From an optimization exercise on the open Yosys and OpenROAD flow, aimed at small area, a short achievable clock period and few clock cycles per item; shortcuts taken in it are not production practice. Function was checked by simulation only, so behaviour that the tests miss may differ from the original. No activity file was given, so power comes from the tool's default toggle rates.

==> design/flow/design.v <==
`timescale 1ns / 1ps
package ipc_pkg;
  localparam int unsigned TEMP_W   = 8;
  localparam int unsigned HUM_W    = 8;
  localparam int unsigned SOIL_W   = 7;
  localparam int unsigned SECS_W   = 16;
  localparam int unsigned FLOW_W   = 8;
  localparam int unsigned TOTAL_W  = 32;
  localparam int unsigned WATER_W  = 32;
  localparam int unsigned CFG_IDX_W  = 3;
  localparam int unsigned CFG_DATA_W = 16;
  localparam int unsigned IN_DATA_W  = 24;
  localparam int unsigned OUT_DATA_W = 40;
  localparam logic [TEMP_W-1:0] TEMP_THR_RST     = 8'd30;
  localparam logic [HUM_W-1:0]  HUM_THR_RST      = 8'd20;
  localparam logic [SOIL_W-1:0] MOIST_THR_RST    = 7'd35;
  localparam logic [SECS_W-1:0] MIN_RUN_RST      = 16'd10;
  localparam logic [SECS_W-1:0] MAX_RUN_RST      = 16'd20;
  localparam logic [SECS_W-1:0] REST_RST         = 16'd60;
  localparam logic [FLOW_W-1:0] FLOW_RST         = 8'd1;
  localparam logic KIND_TICK = 1'b0;
  localparam logic KIND_EVAL = 1'b1;
  typedef enum logic [CFG_IDX_W-1:0] {
    REG_TEMP_THR  = 3'd0,
    REG_HUM_THR   = 3'd1,
    REG_MOIST_THR = 3'd2,
    REG_MIN_RUN   = 3'd3,
    REG_MAX_RUN   = 3'd4,
    REG_REST      = 3'd5,
    REG_FLOW      = 3'd6
  } ipc_reg_idx_t;
  typedef struct packed {
    logic [TEMP_W-1:0] temp_threshold;
    logic [HUM_W-1:0]  humidity_threshold;
    logic [SOIL_W-1:0] moisture_threshold;
    logic [SECS_W-1:0] min_run_seconds;
    logic [SECS_W-1:0] max_run_seconds;
    logic [SECS_W-1:0] rest_seconds;
    logic [FLOW_W-1:0] flow_per_second;
  } ipc_cfg_t;
  typedef struct packed {
    logic              kind;
    logic [TEMP_W-1:0] temperature;
    logic [HUM_W-1:0]  humidity;
    logic [SOIL_W-1:0] soil_level;
    logic              manual;
  } ipc_item_t;
  typedef struct packed {
    logic               timer_active;
    logic [SECS_W-1:0]  elapsed_seconds;
    logic               motor_running;
    logic               rest_flag;
    logic               minimum_pending;
    logic               limit_reached;
    logic [TOTAL_W-1:0] total_seconds;
  } ipc_state_t;
  typedef struct packed {
    logic               pump_on;
    logic               resting;
    logic [TOTAL_W:0]   secs;
  } ipc_snap_t;
  typedef struct packed {
    logic               pump_on;
    logic               resting;
    logic [WATER_W-1:0] water_used;
  } ipc_result_t;
endpackage
`timescale 1ns / 1ps
module ipc_regs (
  input  logic                           clk,
  input  logic                           rst,
  input  logic                           wr_en,
  input  logic [ipc_pkg::CFG_IDX_W-1:0]  wr_index,
  input  logic [ipc_pkg::CFG_DATA_W-1:0] wr_data,
  output ipc_pkg::ipc_cfg_t              cfg,
  output logic [ipc_pkg::SECS_W-1:0]     rest_m1,    
  output logic                           rest_zero   
);
  logic [15:0] d0, d1;       
  assign d0 = wr_data & {16{!rst}};
  assign d1 = wr_data | {16{rst}};
  function automatic logic [15:0] pick(input logic [15:0] rv);
    pick = (d1 & rv) | (d0 & ~rv);
  endfunction
  logic [6:0] we;
  always_comb
    for (int k = 0; k < 7; k++) we[k] = rst || (wr_en && wr_index == 3'(k));
  logic [15:0] v_t, v_h, v_m, v_mn, v_mx, v_rs, v_f;
  assign v_t  = pick(16'(ipc_pkg::TEMP_THR_RST));
  assign v_h  = pick(16'(ipc_pkg::HUM_THR_RST));
  assign v_m  = pick(16'(ipc_pkg::MOIST_THR_RST));
  assign v_mn = pick(ipc_pkg::MIN_RUN_RST);
  assign v_mx = pick(ipc_pkg::MAX_RUN_RST);
  assign v_rs = pick(ipc_pkg::REST_RST);
  assign v_f  = pick(16'(ipc_pkg::FLOW_RST));
  always_ff @(posedge clk) begin
    if (we[ipc_pkg::REG_TEMP_THR])  cfg.temp_threshold     <= v_t[ipc_pkg::TEMP_W-1:0];
    if (we[ipc_pkg::REG_HUM_THR])   cfg.humidity_threshold <= v_h[ipc_pkg::HUM_W-1:0];
    if (we[ipc_pkg::REG_MOIST_THR]) cfg.moisture_threshold <= v_m[ipc_pkg::SOIL_W-1:0];
    if (we[ipc_pkg::REG_MIN_RUN])   cfg.min_run_seconds    <= v_mn;
    if (we[ipc_pkg::REG_MAX_RUN])   cfg.max_run_seconds    <= v_mx;
    if (we[ipc_pkg::REG_REST])      cfg.rest_seconds       <= v_rs;
    if (we[ipc_pkg::REG_REST])      {rest_zero, rest_m1}   <= {1'b0, v_rs} - 17'd1;
    if (we[ipc_pkg::REG_FLOW])      cfg.flow_per_second    <= v_f[ipc_pkg::FLOW_W-1:0];
  end
endmodule
`timescale 1ns / 1ps
module bk_add #(parameter int W = 32, parameter int L = 5) (
  input  logic [W-1:0] a, b,
  input  logic         ci,
  output logic [W-1:0] s,
  output logic         co
);
  logic [W-1:0] p0, g0;
  logic [W-1:0] gg [0:2*L];
  logic [W-1:0] pp [0:2*L];
  assign p0 = a ^ b;
  assign g0 = a & b;
  always_comb begin
    logic [W-1:0] g, p;
    g = g0; p = p0;
    g[0] = g0[0] | (p0[0] & ci);
    for (int l = 0; l < L; l++) begin
      for (int i = 0; i < W; i++) begin
        if (((i + 1) % (2 << l)) == 0) begin
          g[i] = g[i] | (p[i] & g[i - (1 << l)]);
          p[i] = p[i] & p[i - (1 << l)];
        end
      end
    end
    for (int l = L - 2; l >= 0; l--) begin
      for (int i = 0; i < W; i++) begin
        if (((i + 1) % (2 << l)) == (1 << l) && i >= (2 << l)) begin
          g[i] = g[i] | (p[i] & g[i - (1 << l)]);
          p[i] = p[i] & p[i - (1 << l)];
        end
      end
    end
    s  = p0 ^ {g[W-2:0], ci};
    co = g[W-1];
  end
endmodule
`timescale 1ns / 1ps
module irrigation_pump_controller (
  input  logic                           clk,
  input  logic                           rst,
  input  logic                           s_axis_tvalid,
  output logic                           s_axis_tready,
  input  logic [ipc_pkg::IN_DATA_W-1:0]  s_axis_tdata,
  input  logic                           s_axis_tuser,
  output logic                           m_axis_tvalid,
  input  logic                           m_axis_tready,
  output logic [ipc_pkg::OUT_DATA_W-1:0] m_axis_tdata,
  input  logic                           cfg_valid,
  output logic                           cfg_ready,
  input  logic [ipc_pkg::CFG_IDX_W-1:0]  cfg_index,
  input  logic [ipc_pkg::CFG_DATA_W-1:0] cfg_data
);
  ipc_pkg::ipc_cfg_t cfg;
  logic [15:0]       rest_m1;
  logic              rest_zero;
  assign cfg_ready = 1'b1;
  ipc_regs u_regs (
    .clk      (clk),
    .rst      (rst),
    .wr_en    (cfg_valid),
    .wr_index (cfg_index),
    .wr_data  (cfg_data),
    .cfg      (cfg),
    .rest_m1  (rest_m1),
    .rest_zero(rest_zero)
  );
  logic        timer_active;
  logic [15:0] elapsed;
  logic        e_sat;       
  logic        motor;
  logic        resting;
  logic        pending;
  logic        limit;
  logic [31:0] secs;        
  logic        secs_ovf;    
  logic [31:0] water;       
  logic        water_ovf;   
  logic        out_valid;
  logic        busy;        
  logic        clr;         
  logic [2:0]  bit_i;       
  logic        f_bit;       
  logic        held;        
  logic accept;
  assign s_axis_tready = !busy && (!out_valid || m_axis_tready);
  assign accept        = s_axis_tvalid && s_axis_tready;
  logic is_tick, is_manual, is_auto, need;
  assign is_tick   = !s_axis_tuser;
  assign is_manual = s_axis_tuser && s_axis_tdata[23];
  assign is_auto   = s_axis_tuser && !s_axis_tdata[23];
  assign need = (s_axis_tdata[7:0] > cfg.temp_threshold) ||
                (s_axis_tdata[15:8] < cfg.humidity_threshold) ||
                (s_axis_tdata[22:16] < cfg.moisture_threshold);
  logic [15:0] e_inc;
  logic        gt_min, gt_max, ge_rest;
  assign e_inc   = e_sat ? elapsed : elapsed + 16'd1;
  logic [15:0] lim_a;
  logic        cmp_a;
  assign lim_a   = motor ? cfg.min_run_seconds : rest_m1;
  assign cmp_a   = elapsed >= lim_a;
  assign gt_min  = cmp_a && !(e_sat && &cfg.min_run_seconds);
  assign gt_max  = (elapsed >= cfg.max_run_seconds) && !(e_sat && &cfg.max_run_seconds);
  assign ge_rest = cmp_a || rest_zero;
  logic pend_eff, limit_eff, keep_run, start, run_end;
  assign pend_eff  = !timer_active || pending;
  assign limit_eff = timer_active && limit;
  assign keep_run  = motor && pend_eff;
  assign start     = !resting && !keep_run && need && !limit_eff;
  assign run_end   = !resting && !keep_run && !(need && !limit_eff) && motor;
  logic restart;    
  assign restart = accept && is_auto && start && !motor && timer_active;
  logic flow_wr;
  assign flow_wr = cfg_valid && (cfg_index == 3'd6);
  logic [15:0] secs_add;
  logic [32:0] secs_sum;
  assign secs_add = clr ? elapsed : {15'd0, !e_sat};
  bk_add #(32) u_secs_add (.a(secs), .b({16'd0, secs_add}), .ci(1'b0),
                           .s(secs_sum[31:0]), .co(secs_sum[32]));
  logic [31:0] w_a;
  logic [31:0] w_b;
  logic [32:0] w_sum;
  logic [2:0]  bit_n;
  assign w_a   = busy ? {water[30:0], 1'b0} : water;
  assign w_b   = busy ? (f_bit ? secs : 32'd0) : {24'd0, cfg.flow_per_second};
  bk_add #(32) u_water_add (.a(w_a), .b(w_b), .ci(1'b0),
                            .s(w_sum[31:0]), .co(w_sum[32]));
  assign bit_n = bit_i - 3'd1;
  always_ff @(posedge clk) begin
    if (rst) begin
      timer_active <= 1'b0;
      elapsed      <= '0;
      e_sat        <= 1'b0;
      motor        <= 1'b0;
      resting      <= 1'b0;
      pending      <= 1'b1;
      limit        <= 1'b0;
      secs         <= '0;
      secs_ovf     <= 1'b0;
      water        <= '0;
      water_ovf    <= 1'b0;
      out_valid    <= 1'b0;
      busy         <= 1'b0;
      clr          <= 1'b0;
      bit_i        <= '0;
      f_bit        <= 1'b0;
      held         <= 1'b0;
    end else begin
      if (m_axis_tready) out_valid <= 1'b0;
      if (clr) begin
        clr       <= 1'b0;
        water     <= '0;
        water_ovf <= 1'b0;
        bit_i     <= 3'd7;
        f_bit     <= cfg.flow_per_second[7];
        if (held) begin
          secs     <= secs_sum[31:0];
          secs_ovf <= secs_ovf || secs_sum[32];
        end
      end else if (busy) begin
        water     <= w_sum[31:0];
        water_ovf <= water_ovf || w_sum[32] || water[31] || (f_bit && secs_ovf);
        bit_i     <= bit_n;
        f_bit     <= cfg.flow_per_second[bit_n];
        if (bit_i == 3'd0) begin
          busy      <= 1'b0;
          out_valid <= held;
          held      <= 1'b0;
        end
      end
      if (flow_wr) begin
        busy <= 1'b1;
        clr  <= 1'b1;
      end
      if (accept) begin
        out_valid <= !restart;
        if (restart) begin
          held <= 1'b1;
          busy <= 1'b1;
          clr  <= 1'b1;
        end
        if (is_tick) begin
          if (timer_active) begin
            elapsed <= e_inc;
            e_sat   <= &elapsed[15:1];
            if (motor) begin
              secs     <= secs_sum[31:0];
              secs_ovf <= secs_ovf || secs_sum[32];
              if (!e_sat) begin
                water     <= w_sum[31:0];
                water_ovf <= water_ovf || w_sum[32];
              end
              if (gt_min) pending <= 1'b0;
              if (gt_max) limit <= 1'b1;
            end else if (ge_rest) begin
              timer_active <= 1'b0;
              elapsed      <= '0;
              e_sat        <= 1'b0;
              resting      <= 1'b0;
            end
          end
        end else if (is_manual) begin
          if (motor) begin
            elapsed      <= '0;
            e_sat        <= 1'b0;
            timer_active <= 1'b0;
          end
          resting <= 1'b0;
          motor   <= 1'b0;
        end else begin
          pending <= pend_eff;
          limit   <= limit_eff;
          if (start) begin
            motor        <= 1'b1;
            timer_active <= 1'b1;
          end
          if (run_end) begin
            motor   <= 1'b0;
            elapsed <= '0;
            e_sat   <= 1'b0;
            resting <= 1'b1;
          end
        end
      end
    end
  end
  assign m_axis_tvalid = out_valid;
  assign m_axis_tdata  = {6'd0, water | {32{water_ovf}}, resting, motor};
endmodule
==> design/flow/flow/run.sh <==
#!/bin/bash
# Own layout flow: the standard synthesis and layout, with two layout choices changed:
# the port buffers are the smallest buffer (every port still gets one), and clock tree
# synthesis inserts no dummy loads. Each tool's output goes to a log of its own.
set -euo pipefail
bash standard.sh synth > synth.log 2>&1
export BUFFER_PORTS_ARGS="-buffer_cell sky130_fd_sc_hd__buf_1"
export CTS_ARGS="-sink_clustering_enable -repair_clock_nets -dont_use_dummy_load -buf_list sky130_fd_sc_hd__clkbuf_8"
bash standard.sh > layout.log 2>&1
==> design/flow/standard.sh <==
#!/bin/bash
# synth_recipe.tcl (not shown) runs the flow's synth.tcl, then flattens the netlist and writes it again
# the make line also repeats each setting of config.mk as NAME=value (left out here)
make -C /OpenROAD-flow-scripts/flow DESIGN_CONFIG=/design/flow/config.mk WORK_HOME=/design/flow/orfs CLKGATE_MAP_FILE= SYNTH_SCRIPT=/design/flow/synth_recipe.tcl "${@:-finish}"
==> design/flow/config.mk <==
export PLATFORM = sky130hd
export DESIGN_NAME = irrigation_pump_controller
export DESIGN_NICKNAME = irrigation_pump_controller
export VERILOG_FILES = /design/flow/design.v
export SDC_FILE = /design/flow/constraint.sdc
export NUM_CORES = 4
export LEC_CHECK = 0
export CAP_MARGIN = 20
export CORE_MARGIN = 2
export CORE_UTILIZATION = 40
export SETUP_SLACK_MARGIN = 4.0
export SLEW_MARGIN = 20
==> design/flow/constraint.sdc <==
create_clock -name core_clock -period 7.5 [get_ports {clk}]
set_input_delay 1.5000 -clock core_clock [delete_from_list [all_inputs] [get_ports {clk}]]
set_output_delay 1.5000 -clock core_clock [all_outputs]
set_load 0.01 [all_outputs]
==> impl_metrics.env, run 1 <==
export IMPL_dp_slack_ps=3120
export IMPL_min_period_ps=3510
export IMPL_cts_root_buffer_cell="sky130_fd_sc_hd__clkbuf_8"
export IMPL_cp_required_ps=7840
export IMPL_clk_transition_reported_paths_ps=90
export IMPL_fp_dieW_um=174
export IMPL_timing_final_hold_violations=0
export IMPL_initial_core_util=0.404
export IMPL_tritoncts="built"
export IMPL_clk_path_buf_depth=2
export IMPL_reported_leakage_power_uw=0.00533
export IMPL_ys_types=70
export IMPL_detail_route_drc_violations=0
export IMPL_synth_async_sr_flop_share=0
export IMPL_setup_violations=0
export IMPL_die_area_sq_mm=0.0302
export IMPL_finalWirelength_um=27400
export IMPL_setup_tns_ps=0
export IMPL_period_share=0.468
export IMPL_tritoncts_num_buffers=17
export IMPL_synth_top_area_share=0.208
export IMPL_timing_slew_headroom=0.316
export IMPL_drt_iter0_markers=408
export IMPL_yosys_warnings=3
export IMPL_count_leader_synth="sky130_fd_sc_hd__nand2_1"
export IMPL_synth_xor_area_frac=0.0349
export IMPL_synthMuxAreaShare=0.0507
export IMPL_via_count=8819
export IMPL_wire_length_of_the_first_global_routing_pass_um=44200
export IMPL_layout_cell_share_with_drive_strength_beyond_1=0.160
export IMPL_synth_top_family_by_area="simple AND/OR/NAND/NOR gates"
export IMPL_power_per_standard_cell_area_mw_per_mm2=140
export IMPL_timing_critical_path_fanout_max=8
export IMPL_endpoint_kind="flop"
export IMPL_arrival_ps=3850
export IMPL_postLayoutCellArea_sq_mm=0.0130
export IMPL_dpl_instance_area_sq_mm=0.0122
export IMPL_final_core_occ=0.457
export IMPL_insertion_delay_ps=490
export IMPL_mapped_cells=1227
export IMPL_hold_class="reg2reg"
export IMPL_ctsHtreeMaxLevel=4
export IMPL_cts_num_sinks=176
export IMPL_synth_yosys_seq_area_share=0.375
export IMPL_synth_edff_count=80
export IMPL_post_cts_hold_buffer_count=0
export IMPL_syn_area_per_cell_sq_um=9.40
export IMPL_worst_ir_drop_vdd_uv=88.0
export IMPL_ys_top_cells_by_area="sky130_fd_sc_hd__edfxtp_1 21%, sky130_fd_sc_hd__dfxtp_1 17%, sky130_fd_sc_hd__ha_1 12%, sky130_fd_sc_hd__nand2_1 4.9%, sky130_fd_sc_hd__fa_1 4.2%"
export IMPL_initial_antenna_violation_count=0
export IMPL_grt_usage=0.181
export IMPL_rsz0062_at_grt="yes"
export IMPL_row_count=62
export IMPL_synth_compound_area_share=0.137
export IMPL_num_nets_final=1491
export IMPL_layout_setup_ws_ps=3990
export IMPL_fin_skew_ps=44.4
export IMPL_synth_adder_area_share=0.162
export IMPL_critPathKind="reg2reg"
export IMPL_synth_ff_type="sky130_fd_sc_hd__dfxtp_1"
export IMPL_avgRoutedWirePerCell_um=16.2
export IMPL_drv_cap=0
export IMPL_grt_start_max_net_pins=66
export IMPL_die_height_um=174
export IMPL_global_route_total_overflow=0
export IMPL_areaGrowthSynthToFinish_pct=13.1
export IMPL_synth_top_area_cell="sky130_fd_sc_hd__edfxtp_1"
export IMPL_drt_first_pass_iters=5
export IMPL_synthesis_area_sq_mm=0.0115
export IMPL_drt_vias_per_instance=5.22
export IMPL_run_status="finished clean"
export IMPL_slew_viol_final=0
export IMPL_antenna_cells=0
export IMPL_power_total_uw=1830
export IMPL_quantity_of_i_o_buffers_inserted_on_ports=84
export IMPL_hpwl_um=19300
export IMPL_ios=92
export IMPL_antenna_nets_post_route=0
export IMPL_vias_in_the_first_global_route=8574
export IMPL_synth_seq_cells=176
export IMPL_worst_pin_slew_ps=1020
export IMPL_post_synthesis_share_of_cell_area_spent_on_and_or_nand_and_nor_gates=0.190
export IMPL_gp_routability_congestion=0.801
export IMPL_cp_start_kind="flop"
export IMPL_leading_post_synthesis_cells_by_instance_count="152 x sky130_fd_sc_hd__nand2_1, 111 x sky130_fd_sc_hd__ha_1, 96 x sky130_fd_sc_hd__dfxtp_1"
export IMPL_achievable_frequency_mhz=285
export IMPL_core_sq_mm=0.0285
## layer usage
metal	vias to the layer above	GRT usage	routed length (um)
li1	4484	-	-
met1	4169	0.248	13300
met2	143	0.303	12900
met3	23	0.0228	948
met4	0	0.0424	308
met5	-	0	0
## flip-flops by register name, indices dropped and copies added, names as in the netlist
| signal | flops |
|---|---|
| secs | 32 |
| water | 32 |
| u_regs.rest_m1 | 16 |
| u_regs.rest_zero | 1 |
| busy | 1 |
| u_regs.cfg | 63 |
| bit_i | 3 |
| timer_active | 1 |
| f_bit | 1 |
| limit | 1 |
| elapsed | 16 |
| out_valid | 1 |
| e_sat | 1 |
| resting | 1 |
| pending | 1 |
| water_ovf | 1 |
| clr | 1 |
| held | 1 |
| secs_ovf | 1 |
| motor | 1 |
## metrics by stage
step                      hold WS [ps]  instances
after floorplan                    442       1232
after global placement             468       1648
after detailed placement           473       1648
after CTS                          486       1676
after global routing               507       1689
final                              489       1689
## timing repair
item                                    CTS  global route
pin swaps                                 7            24
setup buffers                             9            12
cloned                                    2             1
endpoints found under the setup margin   45            29
gates resized for setup                  22            62
## cells in the final DEF (no fill, tap or decap), types with 7 or more instances in the layout
master / netlist / layout
sky130_fd_sc_hd__mux2_2: 31 / 25
sky130_fd_sc_hd__a22o_1: 7 / 7
sky130_fd_sc_hd__nand2_1: 152 / 151
sky130_fd_sc_hd__a211oi_1: 40 / 40
sky130_fd_sc_hd__ha_4: 0 / 11
sky130_fd_sc_hd__or4_1: 12 / 11
sky130_fd_sc_hd__nand4_1: 20 / 20
sky130_fd_sc_hd__o21ai_0: 38 / 32
sky130_fd_sc_hd__nor3_1: 14 / 12
sky130_fd_sc_hd__clkbuf_8: 0 / 18
sky130_fd_sc_hd__buf_4: 12 / 28
sky130_fd_sc_hd__nand2b_1: 16 / 15
sky130_fd_sc_hd__nor2b_1: 21 / 20
sky130_fd_sc_hd__a21oi_2: 0 / 9
sky130_fd_sc_hd__and3_1: 30 / 26
sky130_fd_sc_hd__nand3_1: 12 / 12
sky130_fd_sc_hd__fa_1: 24 / 19
sky130_fd_sc_hd__inv_1: 72 / 71
sky130_fd_sc_hd__nor2_1: 73 / 71
sky130_fd_sc_hd__mux2i_1: 19 / 18
sky130_fd_sc_hd__conb_1: 2 / 7
sky130_fd_sc_hd__a21oi_1: 77 / 68
sky130_fd_sc_hd__or2_2: 46 / 46
sky130_fd_sc_hd__xor2_1: 13 / 13
sky130_fd_sc_hd__edfxtp_1: 80 / 80
sky130_fd_sc_hd__and2_1: 15 / 14
sky130_fd_sc_hd__ha_1: 111 / 96
sky130_fd_sc_hd__a21o_1: 22 / 22
sky130_fd_sc_hd__xnor2_1: 33 / 32
sky130_fd_sc_hd__dfxtp_1: 96 / 92
sky130_fd_sc_hd__buf_1: 4 / 82
## critical path, cell delays in order (launching register included)
cell and delay [ps]:
sky130_fd_sc_hd__dfxtp_4 440, sky130_fd_sc_hd__buf_12 150, sky130_fd_sc_hd__buf_12 130, sky130_fd_sc_hd__mux2_2 360, sky130_fd_sc_hd__ha_4 290, sky130_fd_sc_hd__and4_4 240, sky130_fd_sc_hd__and3_1 180, sky130_fd_sc_hd__o311ai_2 120
sky130_fd_sc_hd__a21oi_2 190, sky130_fd_sc_hd__a41oi_2 140, sky130_fd_sc_hd__buf_4 160, sky130_fd_sc_hd__o31a_1 240, sky130_fd_sc_hd__fa_2 520, sky130_fd_sc_hd__nor2_1 40, sky130_fd_sc_hd__a21oi_1 130, sky130_fd_sc_hd__nor2_1 50
## area by class of cell
class,count,area [sq um]
Sequential cell,176,4340
Tap cell,384,480
Clock buffer,17,234
Fill cell,2757,15500
Inverter,74,290
Multi-Input combinational cell,920,7050
Timing Repair Buffer,118,653
## kinds of logic (layout without fill, tap and decap cells)
logic type,count (synthesis),after routing
and+or+nand+nor,439,440
AOI/OAI and AO/OA,240,240
DFF,176,176
buffers and inverters,137,209
adders and majority gates,135,135
muxes,52,52
xor gates and xnor gates,46,46
other,2,7
## worst paths after layout
| check | start | endpoint | slack, ps | cells after the start |
|---|---|---|---|---|
| hold reg to reg | water[12] | water[12] | 490 | 2 |
| hold / removal | water[12] | water[12] | 490 | 2 |
| setup / recovery | busy | water[30] | 3990 | 15 |
| setup reg to reg | busy | water[30] | 3990 | 15 |
## power by group
| part | switching, uW | internal, uW |
|---|---|---|
| Combinational | 138 | 92.9 |
| Sequential | 25.5 | 1050 |
| Clock | 322 | 201 |
Testbench counts, summed over its fixed seeds: cycles 20,316, items 20,000.
==> run 2, diff against run 1 <==
--- a/design/flow/flow/run.sh
+++ b/design/flow/flow/run.sh
@@ -5,5 +5,5 @@
 set -euo pipefail
 bash standard.sh synth > synth.log 2>&1
 export BUFFER_PORTS_ARGS="-buffer_cell sky130_fd_sc_hd__buf_1"
-export CTS_ARGS="-sink_clustering_enable -repair_clock_nets -dont_use_dummy_load -buf_list sky130_fd_sc_hd__clkbuf_8"
+export CTS_ARGS="-sink_clustering_enable -repair_clock_nets -dont_use_dummy_load"
 bash standard.sh > layout.log 2>&1
--- a/design/flow/config.mk
+++ b/design/flow/config.mk
@@ -8,5 +8,5 @@
 export CAP_MARGIN = 20
 export CORE_MARGIN = 2
 export CORE_UTILIZATION = 40
-export SETUP_SLACK_MARGIN = 4.0
+export SETUP_SLACK_MARGIN = 3.8
 export SLEW_MARGIN = 20
==> impl_metrics.env, run 2 <==
export IMPL_initial_antenna_violation_count=0
export IMPL_drt_vias_per_instance=5.18
export IMPL_fin_skew_ps=37.7
export IMPL_register_name_with_the_most_flops="u_regs.cfg"
export IMPL_setup_tns_ps=0
export IMPL_final_core_occ=0.452
export IMPL_drt_first_pass_iters=4
export IMPL_synth_ff_type="sky130_fd_sc_hd__dfxtp_1"
export IMPL_quantity_of_i_o_buffers_inserted_on_ports=84
export IMPL_global_route_total_overflow=0
export IMPL_reported_leakage_power_uw=0.00540
export IMPL_worst_ir_drop_vdd_uv=153
export IMPL_drv_cap=0
export IMPL_areaGrowthSynthToFinish_pct=11.8
export IMPL_synth_yosys_seq_area_share=0.375
export IMPL_timing_critical_path_fanout_max=10
export IMPL_avgRoutedWirePerCell_um=15.7
export IMPL_syn_area_per_cell_sq_um=9.40
export IMPL_synth_async_sr_flop_share=0
export IMPL_clk_path_buf_depth=2
export IMPL_via_count=8717
export IMPL_slew_viol_final=0
export IMPL_achievable_frequency_mhz=279
export IMPL_power_per_standard_cell_area_mw_per_mm2=158
export IMPL_grt_start_max_net_pins=66
export IMPL_antenna_cells=0
export IMPL_core_sq_mm=0.0285
export IMPL_synth_edff_count=80
export IMPL_period_share=0.477
export IMPL_mapped_cells=1227
export IMPL_row_count=62
export IMPL_hpwl_um=19600
export IMPL_num_nets_final=1486
export IMPL_timing_final_hold_violations=0
export IMPL_rsz0062_at_grt="yes"
export IMPL_grt_usage=0.177
export IMPL_die_area_sq_mm=0.0302
export IMPL_arrival_ps=3940
export IMPL_vias_in_the_first_global_route=8413
export IMPL_fp_dieW_um=174
export IMPL_final_cell_count_no_fill=1684
export IMPL_insertion_delay_ps=440
export IMPL_endpoint_kind="flop"
export IMPL_die_height_um=174
export IMPL_power_total_uw=2030
export IMPL_drt_iter0_markers=432
export IMPL_synth_seq_cells=176
export IMPL_run_status="finished clean"
export IMPL_detail_route_drc_violations=0
export IMPL_setup_violations=0
export IMPL_min_period_ps=3580
export IMPL_initial_core_util=0.404
export IMPL_gp_routability_congestion=0.785
export IMPL_ys_types=70
export IMPL_layout_cell_share_with_drive_strength_beyond_1=0.125
export IMPL_cts_root_buffer_cell="sky130_fd_sc_hd__clkbuf_16"
export IMPL_flip_flop_count_of_the_largest_register_all_copies_and_words_added=63
export IMPL_ios=92
export IMPL_tritoncts="built"
export IMPL_ys_top_cells_by_area="sky130_fd_sc_hd__edfxtp_1 21%, sky130_fd_sc_hd__dfxtp_1 17%, sky130_fd_sc_hd__ha_1 12%, sky130_fd_sc_hd__nand2_1 4.9%, sky130_fd_sc_hd__fa_1 4.2%"
export IMPL_clk_transition_reported_paths_ps=70
export IMPL_worst_pin_slew_ps=980
export IMPL_layout_top_registers="u_regs.cfg x63, secs x32, water x32"
export IMPL_commonest_non_fill_non_tap_cells_in_the_layout="152 x sky130_fd_sc_hd__nand2_1, 110 x sky130_fd_sc_hd__ha_1, 93 x sky130_fd_sc_hd__dfxtp_1, 83 x sky130_fd_sc_hd__buf_1, 80 x sky130_fd_sc_hd__edfxtp_1"
export IMPL_synth_top_area_cell="sky130_fd_sc_hd__edfxtp_1"
export IMPL_synthesis_area_sq_mm=0.0115
export IMPL_finalWirelength_um=26400
export IMPL_wire_length_of_the_first_global_routing_pass_um=43000
export IMPL_dp_cells=1650
export IMPL_synth_top_area_share=0.208
export IMPL_cp_required_ps=7860
export IMPL_critPathKind="reg2reg"
export IMPL_timing_slew_headroom=0.345
export IMPL_hold_class="reg2reg"
export IMPL_cts_num_sinks=176
export IMPL_mostFrequentLayoutCell="sky130_fd_sc_hd__nand2_1"
export IMPL_cp_start_kind="flop"
export IMPL_leading_post_synthesis_cells_by_instance_count="152 x sky130_fd_sc_hd__nand2_1, 111 x sky130_fd_sc_hd__ha_1, 96 x sky130_fd_sc_hd__dfxtp_1"
export IMPL_yosys_warnings=3
export IMPL_ctsHtreeMaxLevel=4
export IMPL_count_leader_synth="sky130_fd_sc_hd__nand2_1"
export IMPL_tritoncts_num_buffers=17
export IMPL_antenna_nets_post_route=0
[run 2: critical path, cell delays in order, from the launching register on]
cell	delay (ps)
sky130_fd_sc_hd__dfxtp_4	390
sky130_fd_sc_hd__buf_4	180
sky130_fd_sc_hd__buf_6	160
sky130_fd_sc_hd__mux2_2	350
sky130_fd_sc_hd__ha_1	350
sky130_fd_sc_hd__and4_1	240
sky130_fd_sc_hd__and3_1	220
sky130_fd_sc_hd__o311ai_4	70
sky130_fd_sc_hd__a21oi_2	110
sky130_fd_sc_hd__buf_4	160
sky130_fd_sc_hd__o41ai_4	380
sky130_fd_sc_hd__o21bai_2	140
sky130_fd_sc_hd__fa_2	570
sky130_fd_sc_hd__nand2_1	50
sky130_fd_sc_hd__a21oi_1	150
[run 2: path summary, 6_finish.rpt]
kind                  from   endpoint  cells after the start  slack, ps
hold reg to reg   secs_ovf   secs_ovf                      2        480
hold / removal    secs_ovf   secs_ovf                      2        480
setup / recovery      busy  water[24]                     14       3920
setup reg to reg      busy  water[24]                     14       3920
[run 2: kinds of logic after synthesis]
kind of cell | count (synthesis) | synth area share
xor+xnor | 46 | 0.0349
mux | 52 | 0.0506
buf+inv | 137 | 0.0498
simple gates | 439 | 0.190
compound gates | 240 | 0.137
other cells | 2 | 0.000651
flops | 176 | 0.375
fa+ha+maj | 135 | 0.162
[run 2: metal layers]
metal  part of all wire  global-route usage  up-vias
met5                  0                   0        -
met4              0.016              0.0455        0
met2               0.46               0.288      157
met1               0.49               0.242     4050
li1                   -                   -     4477
met3              0.037              0.0325       33
[run 2: power by group]
group / switching, uW / internal [uW]
clock: 338 / 394
sequential: 26.0 / 1050
combinational: 132 / 88.1
[run 2: final cells by class]
type                    count  area (sq um)
fillers                  2790         15700
multi-input cells         919          6770
flip-flops and latches    176          4340
repair buffers            114           603
well taps                 384           480
clock buffers              17           425
inverters                  74           280
[run 2: per-stage QoR]
| stage | hold slack [ps] | instance area [sq um] | setup WS, ps |
|---|---|---|---|
| global route | 502 | 12900 | 3760 |
| floorplan | 442 | 11600 | 3820 |
| global placement | 462 | 12200 | 2640 |
| CTS | 478 | 12800 | 3800 |
| detailed placement | 467 | 12200 | 2590 |
| finish | 477 | 12900 | 3920 |
[run 2: repair_timing]
item	in CTS	in global routing
cloned	1	0
resized for setup	16	21
pin swaps	4	9
hold buffers	0	0
setup buffers	9	7
setup endpoints to repair	48	22
==> run 3, diff against run 2 <==
--- a/design/flow/config.mk
+++ b/design/flow/config.mk
@@ -8,5 +8,5 @@
 export CAP_MARGIN = 20
 export CORE_MARGIN = 2
 export CORE_UTILIZATION = 40
-export SETUP_SLACK_MARGIN = 3.8
+export SETUP_SLACK_MARGIN = 3.6
 export SLEW_MARGIN = 20
==> impl_metrics.env, run 3 <==
export IMPL_layout_top_registers="u_regs.cfg x63, secs x32, water x32"
export IMPL_row_count=62
export IMPL_grt_usage=0.178
export IMPL_power_per_standard_cell_area_mw_per_mm2=160
export IMPL_synthMuxAreaShare=0.0507
export IMPL_finalWirelength_um=26200
export IMPL_path_cells="buf_12 > and2_4 > a22o_1 > ha_1 > inv_1 > fa_1 > nand2b_1 > a21oi_1 > o21a_1 > o311ai_1 > a21oi_2 > a41oi_2 > o31a_1 > fa_1 > nor2_1 > a21oi_1 > nor2_1"
export IMPL_num_nets_final=1474
export IMPL_mapped_cells=1227
export IMPL_initial_core_util=0.404
export IMPL_synth_top_family_by_area="simple AND/OR/NAND/NOR gates"
export IMPL_areaGrowthSynthToFinish_pct=10.2
export IMPL_wire_length_of_the_first_global_routing_pass_um=43700
export IMPL_cpMaxStageDelayCell="sky130_fd_sc_hd__fa_1"
export IMPL_antenna_nets_post_route=0
export IMPL_synth_async_sr_flop_share=0
export IMPL_run_status="finished clean"
export IMPL_multi_input_comb_area_sq_mm=0.00668
export IMPL_timing_final_hold_violations=0
export IMPL_post_synthesis_share_of_cell_area_spent_on_and_or_nand_and_nor_gates=0.190
export IMPL_fp_dieW_um=174
export IMPL_slew_viol_final=0
export IMPL_gp_routability_congestion=0.816
export IMPL_setup_tns_ps=0
export IMPL_cp_required_ps=7780
export IMPL_timing_slew_headroom=0.237
export IMPL_mostFrequentLayoutCell="sky130_fd_sc_hd__nand2_1"
export IMPL_commonest_non_fill_non_tap_cells_in_the_layout="152 x sky130_fd_sc_hd__nand2_1, 111 x sky130_fd_sc_hd__ha_1, 93 x sky130_fd_sc_hd__dfxtp_1, 83 x sky130_fd_sc_hd__buf_1, 80 x sky130_fd_sc_hd__edfxtp_1"
export IMPL_sequential_cell_area_sq_mm=0.00434
export IMPL_timing_reg2reg_setup_slack_ps=3720
export IMPL_grt_start_max_net_pins=66
export IMPL_clk_path_buf_depth=2
export IMPL_register_name_with_the_most_flops="u_regs.cfg"
export IMPL_die_area_sq_mm=0.0302
export IMPL_rsz0062_at_grt="yes"
export IMPL_synth_compound_area_share=0.137
export IMPL_regToRegEndpoint="water[30]"
export IMPL_r2r_start="busy"
export IMPL_cpPeakStageDelay_ps=490
export IMPL_antenna_cells=0
export IMPL_cp_start_kind="flop"
export IMPL_drv_cap=0
export IMPL_syn_area_per_cell_sq_um=9.40
export IMPL_synth_seq_cells=176
export IMPL_critPathKind="reg2reg"
export IMPL_fin_skew_ps=32.4
export IMPL_detail_route_drc_violations=0
export IMPL_period_share=0.504
export IMPL_global_route_total_overflow=0
export IMPL_leading_post_synthesis_cells_by_instance_count="152 x sky130_fd_sc_hd__nand2_1, 111 x sky130_fd_sc_hd__ha_1, 96 x sky130_fd_sc_hd__dfxtp_1"
export IMPL_via_count=8647
export IMPL_layout_cell_share_with_drive_strength_beyond_1=0.106
export IMPL_drt_iter0_markers=335
export IMPL_nFillCells=2805
export IMPL_dpl_instance_area_sq_mm=0.0122
export IMPL_synth_yosys_seq_area_share=0.375
export IMPL_arrival_ps=4060
export IMPL_avgRoutedWirePerCell_um=15.6
export IMPL_timing_critical_path_to="water[30]"
export IMPL_dp_cells=1650
export IMPL_yosys_warnings=3
export IMPL_core_sq_mm=0.0285
export IMPL_rr_worst_depth=17
export IMPL_hpwl_um=19600
export IMPL_drt_first_pass_iters=4
export IMPL_setup_violations=0
export IMPL_synthesis_area_sq_mm=0.0115
export IMPL_synth_xor_area_frac=0.0349
export IMPL_synth_adder_area_share=0.162
export IMPL_min_period_ps=3780
export IMPL_ys_top_cells_by_area="sky130_fd_sc_hd__edfxtp_1 21%, sky130_fd_sc_hd__dfxtp_1 17%, sky130_fd_sc_hd__ha_1 12%, sky130_fd_sc_hd__nand2_1 4.9%, sky130_fd_sc_hd__fa_1 4.2%"
export IMPL_tritoncts_num_buffers=17
export IMPL_die_height_um=174
export IMPL_timing_critical_path_fanout_max=16
export IMPL_tritoncts="built"
export IMPL_quantity_of_i_o_buffers_inserted_on_ports=84
export IMPL_synth_top_area_cell="sky130_fd_sc_hd__edfxtp_1"
export IMPL_final_cell_count_no_fill=1672
export IMPL_ios=92
export IMPL_reported_leakage_power_uw=0.00533
export IMPL_postLayoutCellArea_sq_mm=0.0127
export IMPL_drt_vias_per_instance=5.17
export IMPL_ys_types=70
export IMPL_ctsHtreeMaxLevel=4
export IMPL_endpoint_kind="flop"
export IMPL_synth_top_area_share=0.208
export IMPL_cts_num_sinks=176
export IMPL_initial_antenna_violation_count=1
export IMPL_flip_flop_count_of_the_largest_register_all_copies_and_words_added=63
export IMPL_vias_in_the_first_global_route=8617
export IMPL_cts_root_buffer_cell="sky130_fd_sc_hd__clkbuf_16"
export IMPL_timing_critical_path_from="busy"
export IMPL_hold_class="reg2reg"
export IMPL_worst_pin_slew_ps=1140
export IMPL_worst_ir_drop_vdd_uv=128
export IMPL_clk_transition_reported_paths_ps=70
export IMPL_achievable_frequency_mhz=265
export IMPL_insertion_delay_ps=440
export IMPL_count_leader_synth="sky130_fd_sc_hd__nand2_1"
export IMPL_synth_edff_count=80
export IMPL_synth_ff_type="sky130_fd_sc_hd__dfxtp_1"
==> run 3: cell types whose count changed in the layout (fill, tap and decap cells not counted), moves of 2 or more <==
| cell | before | now |
|---|---|---|
| sky130_fd_sc_hd__a21oi_1 | 74 | 76 |
| sky130_fd_sc_hd__a21oi_2 | 3 | 1 |
| sky130_fd_sc_hd__buf_4 | 24 | 15 |
| sky130_fd_sc_hd__buf_6 | 3 | 0 |
| sky130_fd_sc_hd__fa_1 | 22 | 24 |
| sky130_fd_sc_hd__fa_2 | 2 | 0 |
| sky130_fd_sc_hd__o21ai_0 | 32 | 35 |
| sky130_fd_sc_hd__o21ai_1 | 5 | 2 |
==> run 3: kinds of logic after synthesis <==
group,Yosys count
AND/OR/NAND/NOR,439
AO/OA/AOI/OAI,240
flip-flops,176
buffers and inverters,137
adder cells (fa/ha/maj),135
multiplexers,52
XOR/XNOR,46
other,2
==> run 3: worst max-delay path, delay by kind of cell, from the launching register on <==
kind	cells	cell delay (ps)
AOI/OAI and AO/OA	8	1550
adders and majority gates	3	1020
buffers and inverters	2	200
DFF	1	390
and+or+nand+nor	4	470
==> run 3: power by group <==
part / internal (uW) / switching [uW]
clock: 394 / 341
combinational: 86.3 / 130
sequential: 1050 / 25.6
==> run 3: final cells by class <==
type                            count  area share
Clock buffer                       17      0.0335
Tap cell                          384      0.0378
Sequential cell                   176       0.341
Timing Repair Buffer              102      0.0404
Inverter                           74      0.0219
Multi-Input combinational cell    919       0.525
==> run 3: worst min path at each step <==
| stage | cells past startpoint | slack [ps] | from | end |
|---|---|---|---|---|
| finish | 2 | 480 | water[17] | water[17] |
| global route | 2 | 510 | water[18] | water[18] |
| CTS | 2 | 480 | water[24] | water[24] |
| detailed placement | 2 | 470 | water[24] | water[24] |
| global placement | 2 | 470 | water[22] | water[22] |
| floorplan | 2 | 440 | secs_ovf | secs_ovf |
==> run 3: metal layers <==
layer / up-vias / GRT usage / part of all wire
met1: 4042 / 0.243 / 0.49
met4: 0 / 0.0539 / 0.012
li1: 4444 / - / -
met2: 141 / 0.293 / 0.47
met5: - / 0 / 0
met3: 20 / 0.0270 / 0.034
==> run 3: repair_timing <==
| action | CTS | global route |
|---|---|---|
| gates cloned | 2 | 0 |
| endpoints found under the setup margin | 24 | 15 |
| pin swaps | 1 | 1 |
| hold buffers | 0 | 0 |
| buffers inserted | 1 | 2 |
| resized for setup | 11 | 3 |
==> run 3: stage by stage <==
step                      total power [uW]  setup WS (ps)  hold WS (ps)   util
after global placement                1310           2790           468  0.426
after detailed placement              1320           2700           470  0.426
after floorplan                       1250           3720           442      -
after global routing                  2130           3500           510  0.445
after CTS                             2050           3610           483  0.444
final                                 2030           3720           481  0.445
==> run 4, diff against run 3 <==
--- a/design/flow/config.mk
+++ b/design/flow/config.mk
@@ -8,5 +8,5 @@
 export CAP_MARGIN = 20
 export CORE_MARGIN = 2
 export CORE_UTILIZATION = 40
-export SETUP_SLACK_MARGIN = 3.6
+export SETUP_SLACK_MARGIN = 4.0
 export SLEW_MARGIN = 20
==> impl_metrics.env, run 4 <==
export IMPL_clk_path_buf_depth=2
export IMPL_fin_skew_ps=29.0
export IMPL_antenna_nets_post_route=0
export IMPL_fp_dieW_um=174
export IMPL_reported_leakage_power_uw=0.00544
export IMPL_tritoncts_num_buffers=17
export IMPL_ys_types=70
export IMPL_timing_final_hold_violations=0
export IMPL_synth_seq_cells=176
export IMPL_ctsHtreeMaxLevel=4
export IMPL_clockPowerShare=0.360
export IMPL_netSwitchingPower_uw=512
export IMPL_mostFrequentLayoutCell="sky130_fd_sc_hd__nand2_1"
export IMPL_rsz0062_at_grt="yes"
export IMPL_grt_usage=0.181
export IMPL_min_period_ps=3460
export IMPL_period_share=0.461
export IMPL_row_count=62
export IMPL_leading_post_synthesis_cells_by_instance_count="152 x sky130_fd_sc_hd__nand2_1, 111 x sky130_fd_sc_hd__ha_1, 96 x sky130_fd_sc_hd__dfxtp_1"
export IMPL_achievable_frequency_mhz=289
export IMPL_power_internal_uw=1550
export IMPL_worst_ir_drop_vdd_uv=127
export IMPL_core_sq_mm=0.0285
export IMPL_worst_path_dominant_cell_family="compound AO/OA/AOI/OAI gates"
export IMPL_p_seq_frac=0.525
export IMPL_timing_critical_path_fanout_max=7
export IMPL_synth_yosys_seq_area_share=0.375
export IMPL_grt_start_max_net_pins=66
export IMPL_drv_cap=0
export IMPL_crit_path_frequent_cell="sky130_fd_sc_hd__a21oi_2"
export IMPL_cp_required_ps=7870
export IMPL_wire_length_of_the_first_global_routing_pass_um=44300
export IMPL_initial_core_util=0.404
export IMPL_run_status="finished clean"
export IMPL_quantity_of_i_o_buffers_inserted_on_ports=84
export IMPL_syn_area_per_cell_sq_um=9.40
export IMPL_postLayoutCellArea_sq_mm=0.0133
export IMPL_post_cts_hold_buffer_count=0
export IMPL_synth_ff_type="sky130_fd_sc_hd__dfxtp_1"
export IMPL_areaGrowthSynthToFinish_pct=15.6
export IMPL_gp_routability_congestion=0.801
export IMPL_num_nets_final=1493
export IMPL_commonest_non_fill_non_tap_cells_in_the_layout="152 x sky130_fd_sc_hd__nand2_1, 93 x sky130_fd_sc_hd__ha_1, 92 x sky130_fd_sc_hd__dfxtp_1, 82 x sky130_fd_sc_hd__buf_1, 80 x sky130_fd_sc_hd__edfxtp_1"
export IMPL_critical_path_n_buffers_inverters=2
export IMPL_cpMaxStageDelayCell="sky130_fd_sc_hd__fa_2"
export IMPL_power_total_uw=2060
export IMPL_nFillCells=2730
export IMPL_layout_cell_share_with_drive_strength_beyond_1=0.165
export IMPL_drt_iter0_markers=442
export IMPL_synth_top_area_cell="sky130_fd_sc_hd__edfxtp_1"
export IMPL_finalWirelength_um=27700
export IMPL_ios=92
export IMPL_setup_tns_ps=0
export IMPL_hold_class="reg2reg"
export IMPL_mapped_cells=1227
export IMPL_cts_num_sinks=176
export IMPL_power_combinational_fraction=0.115
export IMPL_slew_viol_final=0
export IMPL_arrival_ps=3830
export IMPL_timing_slew_headroom=0.262
export IMPL_register_name_with_the_most_flops="u_regs.cfg"
export IMPL_flip_flop_count_of_the_largest_register_all_copies_and_words_added=63
export IMPL_cpPeakStageDelay_ps=560
export IMPL_setup_violations=0
export IMPL_critPathKind="reg2reg"
export IMPL_detail_route_drc_violations=0
export IMPL_yosys_warnings=3
export IMPL_count_leader_synth="sky130_fd_sc_hd__nand2_1"
export IMPL_antenna_cells=0
export IMPL_global_route_total_overflow=0
export IMPL_layout_top_registers="u_regs.cfg x63, secs x32, water x32"
export IMPL_cts_root_buffer_cell="sky130_fd_sc_hd__clkbuf_16"
export IMPL_power_switching_share=0.249
export IMPL_hpwl_um=19300
export IMPL_avgRoutedWirePerCell_um=16.4
export IMPL_ys_top_cells_by_area="sky130_fd_sc_hd__edfxtp_1 21%, sky130_fd_sc_hd__dfxtp_1 17%, sky130_fd_sc_hd__ha_1 12%, sky130_fd_sc_hd__nand2_1 4.9%, sky130_fd_sc_hd__fa_1 4.2%"
export IMPL_drt_vias_per_instance=5.26
export IMPL_vias_in_the_first_global_route=8642
export IMPL_path_cells="buf_12 > mux2_4 > ha_4 > o21ai_2 > a21oi_2 > o21a_1 > o311ai_2 > a21oi_2 > buf_4 > o41ai_4 > o21bai_2 > fa_2 > nand2_1 > a21oi_2"
export IMPL_worst_pin_slew_ps=1100
export IMPL_power_per_standard_cell_area_mw_per_mm2=154
export IMPL_drt_first_pass_iters=6
export IMPL_synth_async_sr_flop_share=0
export IMPL_die_height_um=174
export IMPL_synth_edff_count=80
export IMPL_cp_start_kind="flop"
export IMPL_synth_top_area_share=0.208
export IMPL_endpoint_kind="flop"
export IMPL_synthesis_area_sq_mm=0.0115
export IMPL_initial_antenna_violation_count=0
export IMPL_via_count=8903
export IMPL_clk_transition_reported_paths_ps=80
export IMPL_dpl_instance_area_sq_mm=0.0122
export IMPL_die_area_sq_mm=0.0302
export IMPL_tritoncts="built"
export IMPL_insertion_delay_ps=440
run 4: changes by cell type in the layout (fill, tap and decap cells not counted), moves of 4 or more:
cell / before / now
sky130_fd_sc_hd__ha_1: 111 / 93
sky130_fd_sc_hd__ha_2: 0 / 4
sky130_fd_sc_hd__fa_2: 0 / 5
sky130_fd_sc_hd__buf_4: 15 / 26
sky130_fd_sc_hd__mux2_2: 31 / 25
sky130_fd_sc_hd__a21oi_2: 1 / 10
sky130_fd_sc_hd__ha_4: 0 / 14
sky130_fd_sc_hd__mux2_4: 0 / 6
sky130_fd_sc_hd__fa_1: 24 / 19
sky130_fd_sc_hd__a21oi_1: 76 / 67
run 4: power groups by stage:
stage	Combinational (uW)	Clock (uW)	Sequential (uW)
final	236	741	1080
after global routing	266	790	1080
after CTS	223	754	1080
after detailed placement	214	0	1100
after global placement	209	0	1100
after floorplan	161	0	1090
run 4: kinds of logic (layout without fill, tap and decap cells):
family | after synthesis | count (layout) | share of synthesized area
xor gates and xnor gates | 46 | 46 | 0.0349
DFF | 176 | 176 | 0.375
adders and majority gates | 135 | 135 | 0.162
muxes | 52 | 52 | 0.0506
buffers and inverters | 137 | 211 | 0.0498
other | 2 | 7 | 0.000651
AOI/OAI and AO/OA | 240 | 240 | 0.137
and+or+nand+nor | 439 | 440 | 0.190
run 4: layout make-up:
| cell class | count | area [sq um] | share of cell area |
|---|---|---|---|
| Timing Repair Buffer | 120 | 701 | 0.0525 |
| Sequential cell | 176 | 4340 | 0.325 |
| Clock buffer | 17 | 425 | 0.0319 |
| Multi-Input combinational cell | 920 | 7110 | 0.533 |
| Inverter | 74 | 288 | 0.0216 |
| Tap cell | 384 | 480 | 0.0360 |
run 4: worst reg2reg max path, stage by stage, from the launching register on:
cell                       delay, ps
sky130_fd_sc_hd__dfxtp_4         420
sky130_fd_sc_hd__buf_12          160
sky130_fd_sc_hd__mux2_4          320
sky130_fd_sc_hd__ha_4            260
sky130_fd_sc_hd__o21ai_2         160
sky130_fd_sc_hd__a21oi_2          40
sky130_fd_sc_hd__o21a_1          200
sky130_fd_sc_hd__o311ai_2        320
sky130_fd_sc_hd__a21oi_2         130
sky130_fd_sc_hd__buf_4           160
sky130_fd_sc_hd__o41ai_4         360
sky130_fd_sc_hd__o21bai_2        140
sky130_fd_sc_hd__fa_2            560
sky130_fd_sc_hd__nand2_1          60
sky130_fd_sc_hd__a21oi_2         130
run 4: metrics by stage:
stage                      util  setup slack [ps]  cells  hold WS, ps
after floorplan               -              3980   1232          442
after global placement    0.427              3220   1648          468
after detailed placement  0.427              3120   1648          473
after CTS                 0.450              3980   1676          483
after global routing      0.467              3950   1691          514
final                     0.467              4040   1691          487
run 4: layer usage:
metal  wire, um  GRT usage  part of all wire  vias to the layer above
li1           -          -                 -                     4484
met1      13200      0.246              0.48                     4217
met2      13100      0.303              0.47                      178
met3        983     0.0265             0.035                       24
met4        449     0.0466             0.016                        0
met5          0          0                 0                        -
run 4: timing repair:
action | in CTS | in global routing
setup endpoints to repair | 46 | 26
gates cloned | 2 | 2
setup buffers | 9 | 13
pin swaps | 7 | 27
resized for setup | 24 | 69
run 4: path summary, 6_finish.rpt:
path / to / slack (ps) / depth (start not counted) / startpoint
max: water[24] / 4040 / 14 / busy
min: water[18] / 490 / 2 / water[18]
max reg2reg: water[24] / 4040 / 14 / busy
min reg2reg: water[18] / 490 / 2 / water[18]
==> run 5, diff against run 4 <==
--- a/design/flow/flow/run.sh
+++ b/design/flow/flow/run.sh
@@ -5,5 +5,5 @@
 set -euo pipefail
 bash standard.sh synth > synth.log 2>&1
 export BUFFER_PORTS_ARGS="-buffer_cell sky130_fd_sc_hd__buf_1"
-export CTS_ARGS="-sink_clustering_enable -repair_clock_nets -dont_use_dummy_load"
+export CTS_ARGS="-sink_clustering_enable -repair_clock_nets -dont_use_dummy_load -sink_clustering_size 40 -sink_clustering_max_diameter 150"
 bash standard.sh > layout.log 2>&1
==> impl_metrics.env, run 5 <==
export IMPL_core_sq_mm=0.0285
export IMPL_post_cts_hold_buffer_count=0
export IMPL_clk_path_buf_depth=2
export IMPL_antenna_nets_post_route=0
export IMPL_tritoncts="built"
export IMPL_leading_post_synthesis_cells_by_instance_count="152 x sky130_fd_sc_hd__nand2_1, 111 x sky130_fd_sc_hd__ha_1, 96 x sky130_fd_sc_hd__dfxtp_1"
export IMPL_slew_viol_final=0
export IMPL_antenna_cells=0
export IMPL_fp_dieW_um=174
export IMPL_count_leader_synth="sky130_fd_sc_hd__nand2_1"
export IMPL_min_period_ps=3460
export IMPL_worst_pin_slew_ps=1100
export IMPL_clk_transition_reported_paths_ps=80
export IMPL_die_area_sq_mm=0.0302
export IMPL_path_cells="buf_12 > mux2_4 > ha_4 > o21ai_2 > a21oi_2 > o21a_1 > o311ai_2 > a21oi_2 > buf_4 > o41ai_4 > o21bai_2 > fa_2 > nand2_1 > a21oi_2"
export IMPL_cts_root_buffer_cell="sky130_fd_sc_hd__clkbuf_16"
export IMPL_layout_setup_ws_ps=4040
export IMPL_crit_path_frequent_cell="sky130_fd_sc_hd__a21oi_2"
export IMPL_arrival_ps=3830
export IMPL_detail_route_drc_violations=0
export IMPL_vias_in_the_first_global_route=8642
export IMPL_drv_cap=0
export IMPL_grt_start_max_net_pins=66
export IMPL_finalWirelength_um=27700
export IMPL_cts_num_sinks=176
export IMPL_num_nets_final=1493
export IMPL_hold_class="reg2reg"
export IMPL_synth_async_sr_flop_share=0
export IMPL_gp_routability_congestion=0.801
export IMPL_reported_leakage_power_uw=0.00544
export IMPL_quantity_of_i_o_buffers_inserted_on_ports=84
export IMPL_yosys_warnings=3
export IMPL_flip_flop_count_of_the_largest_register_all_copies_and_words_added=63
export IMPL_setup_violations=0
export IMPL_cp_required_ps=7870
export IMPL_initial_core_util=0.404
export IMPL_synth_top_area_cell="sky130_fd_sc_hd__edfxtp_1"
export IMPL_setup_tns_ps=0
export IMPL_drt_iter0_markers=442
export IMPL_row_count=62
export IMPL_wire_length_of_the_first_global_routing_pass_um=44300
export IMPL_power_per_standard_cell_area_mw_per_mm2=154
export IMPL_synth_yosys_seq_area_share=0.375
export IMPL_synth_top_area_share=0.208
export IMPL_die_height_um=174
export IMPL_initial_antenna_violation_count=0
export IMPL_synth_seq_cells=176
export IMPL_tritoncts_num_buffers=17
export IMPL_postLayoutCellArea_sq_mm=0.0133
export IMPL_timing_critical_path_fanout_max=7
export IMPL_endpoint_kind="flop"
export IMPL_mapped_cells=1227
export IMPL_cpPeakStageDelay_ps=560
export IMPL_register_name_with_the_most_flops="u_regs.cfg"
export IMPL_avgRoutedWirePerCell_um=16.4
export IMPL_fin_skew_ps=29.0
export IMPL_drt_first_pass_iters=6
export IMPL_syn_area_per_cell_sq_um=9.40
export IMPL_via_count=8903
export IMPL_rsz0062_at_grt="yes"
export IMPL_synth_edff_count=80
export IMPL_period_share=0.461
export IMPL_run_status="finished clean"
export IMPL_cpMaxStageDelayCell="sky130_fd_sc_hd__fa_2"
export IMPL_commonest_non_fill_non_tap_cells_in_the_layout="152 x sky130_fd_sc_hd__nand2_1, 93 x sky130_fd_sc_hd__ha_1, 92 x sky130_fd_sc_hd__dfxtp_1, 82 x sky130_fd_sc_hd__buf_1, 80 x sky130_fd_sc_hd__edfxtp_1"
export IMPL_ys_types=70
export IMPL_ys_top_cells_by_area="sky130_fd_sc_hd__edfxtp_1 21%, sky130_fd_sc_hd__dfxtp_1 17%, sky130_fd_sc_hd__ha_1 12%, sky130_fd_sc_hd__nand2_1 4.9%, sky130_fd_sc_hd__fa_1 4.2%"
export IMPL_critPathKind="reg2reg"
export IMPL_worst_ir_drop_vdd_uv=127
export IMPL_insertion_delay_ps=440
export IMPL_layout_cell_share_with_drive_strength_beyond_1=0.165
export IMPL_achievable_frequency_mhz=289
export IMPL_layout_top_registers="u_regs.cfg x63, secs x32, water x32"
export IMPL_drt_vias_per_instance=5.26
export IMPL_timing_final_hold_violations=0
export IMPL_grt_usage=0.181
export IMPL_mostFrequentLayoutCell="sky130_fd_sc_hd__nand2_1"
export IMPL_dp_slack_ps=3120
export IMPL_synth_ff_type="sky130_fd_sc_hd__dfxtp_1"
export IMPL_synthesis_area_sq_mm=0.0115
export IMPL_nFillCells=2730
export IMPL_ctsHtreeMaxLevel=4
export IMPL_global_route_total_overflow=0
export IMPL_cp_start_kind="flop"
export IMPL_timing_slew_headroom=0.262
export IMPL_hpwl_um=19300
export IMPL_ios=92
export IMPL_dpl_instance_area_sq_mm=0.0122
export IMPL_areaGrowthSynthToFinish_pct=15.6
## run 5: cell counts after synthesis
Identical to the previous run, type by type.
## run 5: where the power goes
part	internal [uW]	total (uW)	switching, uW	leakage [uW]
registers	1050	1080	25.6	0.00156
clock network	395	741	346	0.000209
logic	96.0	236	140	0.00367
## run 5: timing repair
item                       in CTS  in global routing
resized for setup              24                 69
cloned                          2                  2
pin swaps                       7                 27
buffers inserted                9                 13
setup endpoints to repair      46                 26
## run 5: final timing paths
path                   from   endpoint  slack [ps]  cells past startpoint
setup / recovery       busy  water[24]        4040                     14
hold / removal    water[18]  water[18]         490                      2
setup reg to reg       busy  water[24]        4040                     14
hold reg to reg   water[18]  water[18]         490                      2
## run 5: final cells by class
class	instances	area (sq um)	area share
multi-input cells	920	7110	0.533
flip-flops and latches	176	4340	0.325
repair buffers	120	701	0.0525
well taps	384	480	0.0360
clock buffers	17	425	0.0319
inverters	74	288	0.0216
## run 5: cell families (layout without fill, tap and decap cells)
kind of cell,after synthesis,count (layout),synth area share
AO/OA/AOI/OAI,240,240,0.137
XOR/XNOR,46,46,0.0349
adder cells (fa/ha/maj),135,135,0.162
buffers and inverters,137,211,0.0498
flip-flops,176,176,0.375
multiplexers,52,52,0.0506
other,2,7,0.000651
AND/OR/NAND/NOR,439,440,0.190
## run 5: routing by layer
| layer | vias to the layer above | share of wire | GRT usage |
|---|---|---|---|
| met5 | - | 0 | 0 |
| met4 | 0 | 0.016 | 0.0466 |
| met3 | 24 | 0.035 | 0.0265 |
| met2 | 178 | 0.47 | 0.303 |
| met1 | 4217 | 0.48 | 0.246 |
| li1 | 4484 | - | - |
## run 5: through the flow
step	power [uW]	hold WS, ps	cells	util
floorplan	1250	442	1232	-
global placement	1310	468	1648	0.427
detailed placement	1320	473	1648	0.427
CTS	2060	483	1676	0.450
global route	2140	514	1691	0.467
finish	2060	487	1691	0.467
## run 5: worst max-delay path: cells and delay by family, from the launching register on
| kind | cells | cell delay, ps |
|---|---|---|
| AOI/OAI and AO/OA | 8 | 1480 |
| adders and majority gates | 2 | 820 |
| DFF | 1 | 420 |
| muxes | 1 | 320 |
| buffers and inverters | 2 | 310 |
| and+or+nand+nor | 1 | 60 |
==> run 6, diff against run 5 <==
--- a/design/flow/design.v
+++ b/design/flow/design.v
@@ -184,8 +184,9 @@
   logic        out_valid;
   logic        busy;        
   logic        clr;         
-  logic [2:0]  bit_i;       
-  logic        f_bit;       
+  logic        find;        
+  logic [4:0]  bit_j;       
+  logic        s_bit;       
   logic        held;        
   logic accept;
   assign s_axis_tready = !busy && (!out_valid || m_axis_tready);
@@ -223,14 +224,21 @@
   bk_add #(32) u_secs_add (.a(secs), .b({16'd0, secs_add}), .ci(1'b0),
                            .s(secs_sum[31:0]), .co(secs_sum[32]));
   logic [31:0] w_a;
-  logic [31:0] w_b;
+  logic [7:0]  w_b;
   logic [32:0] w_sum;
-  logic [2:0]  bit_n;
+  logic [4:0]  bit_n;
+  assign bit_n = bit_j - 5'd1;
   assign w_a   = busy ? {water[30:0], 1'b0} : water;
-  assign w_b   = busy ? (f_bit ? secs : 32'd0) : {24'd0, cfg.flow_per_second};
-  bk_add #(32) u_water_add (.a(w_a), .b(w_b), .ci(1'b0),
+  assign w_b   = cfg.flow_per_second & {8{!busy || s_bit}};
+  bk_add #(32) u_water_add (.a(w_a), .b({24'd0, w_b}), .ci(1'b0),
                             .s(w_sum[31:0]), .co(w_sum[32]));
-  assign bit_n = bit_i - 3'd1;
+  logic [7:0] nib_nz;
+  logic [2:0] nib_top;
+  always_comb begin
+    for (int k = 0; k < 8; k++) nib_nz[k] = |secs[4*k +: 4];
+    nib_top = 3'd0;
+    for (int k = 1; k < 8; k++) if (nib_nz[k]) nib_top = 3'(k);
+  end
   always_ff @(posedge clk) begin
     if (rst) begin
       timer_active <= 1'b0;
@@ -247,27 +255,37 @@
       out_valid    <= 1'b0;
       busy         <= 1'b0;
       clr          <= 1'b0;
-      bit_i        <= '0;
-      f_bit        <= 1'b0;
+      find         <= 1'b0;
+      bit_j        <= '0;
+      s_bit        <= 1'b0;
       held         <= 1'b0;
     end else begin
       if (m_axis_tready) out_valid <= 1'b0;
       if (clr) begin
         clr       <= 1'b0;
+        find      <= 1'b1;
         water     <= '0;
         water_ovf <= 1'b0;
-        bit_i     <= 3'd7;
-        f_bit     <= cfg.flow_per_second[7];
         if (held) begin
           secs     <= secs_sum[31:0];
           secs_ovf <= secs_ovf || secs_sum[32];
         end
+      end else if (find) begin
+        find      <= 1'b0;
+        bit_j     <= {nib_top, 2'b11};
+        s_bit     <= secs[{nib_top, 2'b11}];
+        water_ovf <= secs_ovf && (|cfg.flow_per_second);
+        if (secs_ovf || !(|nib_nz)) begin
+          busy      <= 1'b0;
+          out_valid <= held;
+          held      <= 1'b0;
+        end
       end else if (busy) begin
         water     <= w_sum[31:0];
-        water_ovf <= water_ovf || w_sum[32] || water[31] || (f_bit && secs_ovf);
-        bit_i     <= bit_n;
-        f_bit     <= cfg.flow_per_second[bit_n];
-        if (bit_i == 3'd0) begin
+        water_ovf <= water_ovf || w_sum[32] || water[31];
+        bit_j     <= bit_n;
+        s_bit     <= secs[bit_n];
+        if (bit_j == 5'd0) begin
           busy      <= 1'b0;
           out_valid <= held;
           held      <= 1'b0;
--- a/design/flow/flow/run.sh
+++ b/design/flow/flow/run.sh
@@ -5,5 +5,5 @@
 set -euo pipefail
 bash standard.sh synth > synth.log 2>&1
 export BUFFER_PORTS_ARGS="-buffer_cell sky130_fd_sc_hd__buf_1"
-export CTS_ARGS="-sink_clustering_enable -repair_clock_nets -dont_use_dummy_load -sink_clustering_size 40 -sink_clustering_max_diameter 150"
+export CTS_ARGS="-sink_clustering_enable -repair_clock_nets -dont_use_dummy_load"
 bash standard.sh > layout.log 2>&1
==> impl_metrics.env, run 6 <==
export IMPL_endpoint_kind="output port"
export IMPL_multi_input_comb_area_sq_mm=0.00656
export IMPL_num_nets_final=1494
export IMPL_initial_core_util=0.408
export IMPL_detail_route_drc_violations=0
export IMPL_insertion_delay_ps=440
export IMPL_clk_path_buf_depth=2
export IMPL_timing_final_hold_violations=0
export IMPL_drt_vias_per_instance=5.32
export IMPL_regToRegEndpoint="elapsed[1]"
export IMPL_drt_iter0_markers=427
export IMPL_ctsHtreeMaxLevel=4
export IMPL_wire_length_of_the_first_global_routing_pass_um=45200
export IMPL_clk_transition_reported_paths_ps=50
export IMPL_flip_flop_count_of_the_largest_register_all_copies_and_words_added=63
export IMPL_row_count=61
export IMPL_rsz0062_at_grt="no"
export IMPL_power_per_standard_cell_area_mw_per_mm2=163
export IMPL_synth_seq_cells=179
export IMPL_achievable_frequency_mhz=290
export IMPL_syn_area_per_cell_sq_um=8.96
export IMPL_drt_first_pass_iters=5
export IMPL_antenna_cells=0
export IMPL_grt_usage=0.184
export IMPL_run_status="finished clean"
export IMPL_timing_reg2reg_setup_slack_ps=4140
export IMPL_hold_path_depth=1
export IMPL_reported_leakage_power_uw=0.00513
export IMPL_gp_routability_congestion=0.835
export IMPL_mapped_cells=1273
export IMPL_final_cell_count_no_fill=1710
export IMPL_core_sq_mm=0.0279
export IMPL_mostFrequentLayoutCell="sky130_fd_sc_hd__nand2_1"
export IMPL_worst_pin_slew_ps=958
export IMPL_r2r_start="motor"
export IMPL_tritoncts="built"
export IMPL_cts_num_sinks=179
export IMPL_timing_critical_path_fanout_max=3
export IMPL_cp_required_ps=6000
export IMPL_layout_top_registers="u_regs.cfg x63, secs x32, water x32"
export IMPL_leading_post_synthesis_cells_by_instance_count="151 x sky130_fd_sc_hd__nand2_1, 99 x sky130_fd_sc_hd__dfxtp_1, 99 x sky130_fd_sc_hd__ha_1, 99 x sky130_fd_sc_hd__nor2_1, 90 x sky130_fd_sc_hd__a21oi_1"
export IMPL_timing_hold_worst_start="pending"
export IMPL_rr_worst_depth=10
export IMPL_synthesis_area_sq_mm=0.0114
export IMPL_antenna_nets_post_route=0
export IMPL_nFillCells=2768
export IMPL_ys_types=68
export IMPL_areaGrowthSynthToFinish_pct=11.2
export IMPL_ios=92
-- run 6: cell types whose count changed after synthesis, moves of 12 or more --
cell,before,now
sky130_fd_sc_hd__nor2_1,73,99
sky130_fd_sc_hd__and3_1,30,7
sky130_fd_sc_hd__o21ai_0,38,60
sky130_fd_sc_hd__a211oi_1,40,22
sky130_fd_sc_hd__mux2_2,31,15
sky130_fd_sc_hd__a21oi_1,77,90
sky130_fd_sc_hd__xnor2_1,33,20
sky130_fd_sc_hd__fa_1,24,12
sky130_fd_sc_hd__ha_1,111,99
-- run 6: layout make-up --
type                    count  area share
clock buffers              17      0.0336
inverters                  84      0.0253
multi-input cells         950       0.518
flip-flops and latches    179       0.347
well taps                 378      0.0373
repair buffers            102      0.0395
-- run 6: report_power, final --
group	switching, uW	leakage, uW	internal [uW]
clock network	338	0.000209	395
registers	23.3	0.00158	1070
logic	149	0.00334	94.0
total	511	0.00513	1560
-- run 6: per-stage QoR --
step / instance area [sq um] / total power (uW) / setup WS [ps] / utilization / hold WS (ps)
5_1_grt: 12700 / 2160 / 4000 / 0.454 / 488
3_3_place_gp: 12000 / 1340 / 3000 / 0.431 / 435
3_5_place_dp: 12000 / 1350 / 2950 / 0.431 / 447
4_1_cts: 12600 / 2080 / 4000 / 0.451 / 460
2_1_floorplan: 11500 / 1280 / 4000 / - / 417
6_report: 12700 / 2070 / 4050 / 0.454 / 458
-- run 6: worst max-delay path by stage --
stage	start	endpoint	slack [ps]	depth (start not counted)
2_1_floorplan	busy	water[31]	4000	19
3_3_place_gp	rst	u_regs.rest_m1[14]	3000	10
3_5_place_dp	rst	u_regs.rest_m1[14]	2950	10
4_1_cts	m_axis_tready	s_axis_tready	4000	4
5_1_grt	motor	elapsed[1]	4000	10
6_report	m_axis_tready	s_axis_tready	4050	4
-- run 6: critical path, stage by stage --
cell                      delay (ps)
sky130_fd_sc_hd__buf_6           100
sky130_fd_sc_hd__nor2b_4         150
sky130_fd_sc_hd__nor2_2           50
sky130_fd_sc_hd__buf_2           160
-- run 6: cell families (layout without fill, tap and decap cells) --
group,count (synthesis),in the layout,synth area share
AO/OA/AOI/OAI,279,279,0.156
XOR/XNOR,42,42,0.0323
adder cells (fa/ha/maj),111,111,0.130
buffers and inverters,149,203,0.0529
flip-flops,179,179,0.384
multiplexers,42,42,0.0389
other,2,7,0.000658
AND/OR/NAND/NOR,469,469,0.205
-- run 6: repair_timing --
action                                 4_1_cts  5_1_grt
endpoints found under the hold margin        0        0
gates cloned                                 1        0
pin swaps                                    4        4
setup endpoints to repair                   68       44
buffers inserted                             2        3
gates resized for setup                     20       20
-- run 6: layer usage --
metal  vias to the layer above  wire length, um  global-route usage
li1                       4607                -                   -
met1                      4288            13000               0.245
met2                       168            12700               0.299
met3                        32             1240              0.0372
met4                         0              548              0.0607
met5                         -                0                   0
Testbench counts of run 6, summed over its fixed seeds: cycles 20,364, items 20,000.

-- afterwards: timing with drivers on the ports --
The results above use ideal ports. As a check the final layouts listed here were re-extracted and re-timed, cells and wires unchanged.
Step 1 (the two cells are an assumption about what drives the block):
set clk [get_ports {clk}]
set_driving_cell -lib_cell sky130_fd_sc_hd__clkbuf_16 $clk
set_driving_cell -lib_cell sky130_fd_sc_hd__buf_2 [delete_from_list [all_inputs] $clk]
Step 2 adds t to the input delays and takes it off the output delays; t is the mean of the earliest and latest rising clock arrival at the registers after step 1. Input paths then give back, and output paths get back, about the clock's delay inside the block.
Slacks: ideal ports / drivers / drivers and shift; pairs: ideal ports / drivers.
run | t, ns | slack for setup (ns) | hold WS [ns] | clock arrival spread, ns
run 1 | 0.503 | 3.994 / 3.994 / 3.679 | 0.489 / 0.489 / 0.489 | 0.044 / 0.044
run 2 | 0.470 | 3.920 / 3.920 / 3.601 | 0.477 / 0.477 / 0.477 | 0.038 / 0.038
run 3 | 0.474 | 3.720 / 3.720 / 3.479 | 0.481 / 0.481 / 0.481 | 0.033 / 0.033
run 4 | 0.467 | 4.040 / 4.035 / 3.684 | 0.487 / 0.487 / 0.487 | 0.030 / 0.030
run 5 | 0.467 | 4.040 / 4.035 / 3.684 | 0.487 / 0.487 / 0.487 | 0.030 / 0.030
run 6 | 0.464 | 4.047 / 4.015 / 3.738 | 0.458 / 0.458 / 0.458 | 0.040 / 0.040
After both steps setup and hold are still met in every run listed.
